Background: an optimization exercise with open tools, aiming at small area and a short achievable clock period. Do not read the settings as production practice.
Only simulation tests tie the RTL to the original design; equivalence was not proved.

01-06:
==> flow/design.v (excerpt) <==
module grad_top (
    input  wire logic        clk,
    input  wire logic        rst,
    input  wire logic        in_valid,
    input  wire logic        sof,
    input  wire logic [7:0]  pixel,
    output logic             out_valid,
    output logic [32:0]      grad
);
    logic [7:0] sr [33];
    logic [3:0] col;
    logic [1:0] row;       
    logic [3:0] cur_col;
    logic [1:0] cur_row;
    logic       interior;
    logic       in_v;
    logic       in_sof;
    logic [7:0] in_pix;
    always_ff @(posedge clk) begin
        in_v   <= in_valid;
        in_sof <= sof;
        in_pix <= pixel;
    end
    assign cur_col  = in_sof ? 4'd0 : col;
    assign cur_row  = in_sof ? 2'd0 : row;
    assign interior = cur_row[1] && (cur_col[3:1] != 3'd0);
    always_ff @(posedge clk) begin
        if (!rst) begin
            col <= 4'd0;
            row <= 2'd0;
        end else if (in_v) begin
            col <= cur_col + 4'd1;
            if (cur_col == 4'd15 && !cur_row[1])
                row <= cur_row + 2'd1;
            else
                row <= cur_row;
        end
    end
    always_ff @(posedge clk) begin
        if (in_v) begin
            sr[0] <= in_pix;
            for (int i = 1; i < 33; i++)
                sr[i] <= sr[i-1];
        end
    end
    logic [7:0] vld;
    always_ff @(posedge clk) begin
        if (!rst)
            vld <= '0;
        else
            vld <= {vld[6:0], in_v & interior};
    end
    assign out_valid = vld[7];
    logic [8:0] dv, dh;
    logic [7:0] av, ah;
    assign dv = {1'b0, sr[0]}  - {1'b0, sr[32]};
    assign dh = {1'b0, sr[15]} - {1'b0, sr[17]};
    assign av = dv[8] ? 8'(-dv[7:0]) : dv[7:0];
    assign ah = dh[8] ? 8'(-dh[7:0]) : dh[7:0];
    logic [7:0] r1_av, r1_ah;
    logic       r1_hz, r1_neg, r1_ovf;
    logic [7:0] r1_dsr;
    assign r1_dsr = r1_ovf ? 8'd0 : {r1_ah[7:1], r1_ah[0] | r1_hz};
    always_ff @(posedge clk) begin
        r1_av  <= av;
        r1_ah  <= ah;
        r1_hz  <= (ah == 8'd0);
        r1_neg <= (dv[8] ^ dh[8]) && (av != 8'd0);
        r1_ovf <= (ah[7:5] == 3'd0) && (av[7:3] >= ah[4:0]) && (av != 8'd0);
    end
    logic [16:0] ssq0;
    logic sq_w1;
    logic sq_w2;
    assign sq_w1 = (r1_av[0] & r1_av[7]) ^ (r1_av[1] & r1_av[6]);
    assign sq_w2 = (r1_av[0] & r1_av[7]) & (r1_av[1] & r1_av[6]);
    logic sq_w3;
    logic sq_w4;
  ...
export LEC_CHECK = 0
export CAP_MARGIN = 50
export CORE_MARGIN = 2
export CORE_UTILIZATION = 65
export CTS_CLUSTER_DIAMETER = 80
export CTS_CLUSTER_SIZE = 25
export SLEW_MARGIN = 80
create_clock -name core_clock -period 26.0 [get_ports {clk}]
run.sh (not shown) runs the stock make flow with config.mk's settings and CLKGATE_MAP_FILE= SYNTH_SCRIPT=/design/flow/synth_recipe.tcl, a recipe that flattens the netlist after the stock synthesis.
01-06 was carried through to the last stage, and its layout satisfied the timing, design-rule and antenna checks.
## Diff of input files: 09-24 against 01-06
Settings: a change of CAP_MARGIN from 50 to 80; a change of SLEW_MARGIN from 80 to 90.
[summary]
FAIL 09-24 @ clock tree synthesis: tool exited with error. 09-24 -> 01-06: synthesized instance count delta 0, exact match. Reported for 09-24 and 01-06, distinct cell type count of the synthesized netlist turned out identical to the last digit. 01-06 and 09-24 ended up with roughly the same maximum root-to-sink buffer count. Delta (09-24 minus 01-06): cell area after technology mapping closely matched the old numbers, die extent in x closely matched the old numbers, post-placement cell area increased by 34% relative to the old numbers, clock buffer count from CTS increased by 1 relative to the old numbers.

---

## exp/zinc
grad_top, a different RTL version from the one above (not shown whole).
Size: ~720 flip-flops, roughly 46 I/O pins, ~0.030 mm^2 of cells after synthesis.
// grad_top
module grad_top (
    input  wire logic        clk,
    input  wire logic        rst,
    input  wire logic        in_valid,
    input  wire logic        sof,
    input  wire logic [7:0]  pixel,
    output logic             out_valid,
    output logic [32:0]      grad
);
Settings: LEC_CHECK=0, CAP_MARGIN=20, CORE_MARGIN=2, CORE_UTILIZATION=75, CTS_CLUSTER_DIAMETER=90, CTS_CLUSTER_SIZE=30, SLEW_MARGIN=20; clock period 26.0 ns.
standard.sh (not shown) runs the stock make flow with config.mk's settings and CLKGATE_MAP_FILE= SYNTH_SCRIPT=/design/flow/synth_recipe.tcl, a recipe that flattens the netlist after the stock synthesis.
==> flow/flow/run.sh <==
#!/bin/bash
# The standard layout, with the port buffers made from buf_4 cells instead of the
# resizer's default pick (a delay cell), so that the ports are not slowed down.
set -euo pipefail
export BUFFER_PORTS_ARGS="-buffer_cell sky130_fd_sc_hd__buf_4"
bash standard.sh > standard.log 2>&1
Inputs modified between exp/zinc and exp/yarrow:
- changing CTS_CLUSTER_DIAMETER from 90 to 80
- changing CTS_CLUSTER_SIZE from 30 to 25
==> flow/flow/run.sh <==
#!/bin/bash
# The standard layout, with the port buffers made from buf_4 cells instead of the
# resizer's default pick (a delay cell), and clkbuf_8 cells at the clock tree's leaves.
set -euo pipefail
export BUFFER_PORTS_ARGS="-buffer_cell sky130_fd_sc_hd__buf_4"
export CTS_ARGS="-sink_clustering_enable -repair_clock_nets -sink_clustering_size 20 -sink_clustering_max_diameter 80 -buf_list {sky130_fd_sc_hd__clkbuf_8 sky130_fd_sc_hd__clkbuf_16} -root_buf sky130_fd_sc_hd__clkbuf_16 -sink_clustering_buffer sky130_fd_sc_hd__clkbuf_8"
bash standard.sh > standard.log 2>&1
- Against exp/zinc, exp/yarrow comes in 53 ps lower on final critical path time including I/O delays and setup.
- Relative to exp/zinc, period utilization decreased by 0.20 points in exp/yarrow.
Modified inputs, exp/delta compared to exp/yarrow
- swapping 25 for 20 in CTS_CLUSTER_SIZE
==> flow/flow/run.sh <==
#!/bin/bash
# The standard layout, with the port buffers made from buf_4 cells instead of the
# resizer's default pick (a delay cell), so that the ports are not slowed down.
set -euo pipefail
export BUFFER_PORTS_ARGS="-buffer_cell sky130_fd_sc_hd__buf_4"
bash standard.sh > standard.log 2>&1
- exp/delta contains more vias than exp/yarrow.
- exp/yarrow → exp/delta: global-route track usage on met1 went up 0.82 points, met2 wire length went up by 7.3%, first-iteration DRC count increased by about 16% relative to the old numbers.
- The run with more routed wire is exp/delta, not exp/yarrow.
- Compared with exp/yarrow, exp/delta degrades setup slack.
- exp/delta vs exp/yarrow: synthesis-to-layout area growth up
- Diff exp/yarrow -> exp/delta | number of clock buffers in the layout | up by more than a quarter
- Looking at source of the critical timing path, the grad[24]$_DFF_P_ result is from exp/delta; the grad[12]$_DFF_P_ one comes from exp/yarrow.
- Multiplexer share of the synthesized area: exp/delta vs exp/yarrow — no meaningful difference
- All of exp/delta and exp/yarrow finish clean.
- Summary: with exp/yarrow as the reference, cell area in exp/delta moved up slightly.
Changes in exp/tundra relative to exp/delta:
- CTS_CLUSTER_SIZE now 25, was 20
==> flow/flow/run.sh <==
#!/bin/bash
# The standard layout, with the port buffers made from buf_2 cells instead of the
# resizer's default pick (a delay cell), and clkbuf_8 cells at the clock tree's leaves.
set -euo pipefail
export BUFFER_PORTS_ARGS="-buffer_cell sky130_fd_sc_hd__buf_2"
export CTS_ARGS="-sink_clustering_enable -repair_clock_nets -sink_clustering_size 16 -sink_clustering_max_diameter 80 -buf_list {sky130_fd_sc_hd__clkbuf_8 sky130_fd_sc_hd__clkbuf_16} -root_buf sky130_fd_sc_hd__clkbuf_16 -sink_clustering_buffer sky130_fd_sc_hd__clkbuf_8"
bash standard.sh > standard.log 2>&1
[summary]
Comparing exp/tundra and exp/delta, violation count after the first detailed-routing iteration is higher on exp/delta.
Shortest clock period the worst path allows after layout essentially unchanged between exp/delta and exp/tundra.
Share of the clock period used by the worst path essentially unchanged between exp/tundra and exp/delta.
Summary — amount of wire on met2 after detailed routing, exp/tundra relative to exp/delta: lower, by 1.7 mm.
exp/tundra vs. exp/delta: worst setup slack after layout held steady, detailed-route wire length lower.
--- input diff exp/tundra..exp/amber ---
==> flow/flow/run.sh <==
#!/bin/bash
# The standard layout, with the port buffers made from buf_4 cells instead of the
# resizer's default pick (a delay cell), and clkbuf_8 cells at the clock tree's leaves.
set -euo pipefail
export BUFFER_PORTS_ARGS="-buffer_cell sky130_fd_sc_hd__buf_4"
export CTS_ARGS="-sink_clustering_enable -repair_clock_nets -sink_clustering_size 18 -sink_clustering_max_diameter 60 -buf_list {sky130_fd_sc_hd__clkbuf_8 sky130_fd_sc_hd__clkbuf_16} -root_buf sky130_fd_sc_hd__clkbuf_16 -sink_clustering_buffer sky130_fd_sc_hd__clkbuf_8"
bash standard.sh > standard.log 2>&1
- exp/amber has completed all stages; timing, DRC and antenna checks passed.
- exp/tundra reports its launch point of the worst path as grad[6]$_DFF_P_ while exp/amber reports grad[25]$_DFF_P_.
- Relative to exp/tundra, the slew at the pin with the worst max-slew slack of exp/amber is higher by 7.1 ps.
- Layout clock buffer count of exp/amber exceeds that of exp/tundra by a few percent.
- exp/amber — setup slack 15 ps lower, exp/tundra as reference
- For the global-route wire length before repair, exp/amber came in 1.5% higher than exp/tundra did.

==> afterwards: timing with drivers on the ports <==
How much do the figures lean on ideal ports? The routed layouts below were timed once more, with nothing changed but the port constraints. Step 1 (the two cells are an assumption about what drives the block):
set clk [get_ports {clk}]
set_driving_cell -lib_cell sky130_fd_sc_hd__clkbuf_16 $clk
set_driving_cell -lib_cell sky130_fd_sc_hd__buf_2 [delete_from_list [all_inputs] $clk]
Step 2 moves the port delays by t, midway between the first and last clock arrival at a register: inputs arrive t later, outputs are due t later. That takes back most of the time a late clock gives input paths. Three values: ideal ports, drivers, drivers and shift; two values: the first two.
run	shift t [ns]	setup slack, ns	hold WS [ns]	worst setup path at the end	pins driven straight from the clock port
01-06	0.623	19.370 / 19.308 / 19.551	0.316 / 0.316 / 0.316	register to register	1
exp/zinc	0.650	19.745 / 19.687 / 20.337	0.325 / 0.325 / 0.325	register to output	1
exp/yarrow	0.599	19.798 / 19.742 / 20.341	0.324 / 0.324 / 0.324	register to output	1
exp/delta	0.625	19.794 / 19.736 / 20.337	0.322 / 0.322 / 0.322	input to register	1
exp/tundra	0.611	19.793 / 19.736 / 20.269	0.317 / 0.317 / 0.317	input to register	1
exp/amber	0.621	19.777 / 19.719 / 20.340	0.315 / 0.315 / 0.315	register to output	1
After both steps setup and hold are still met in every run listed.
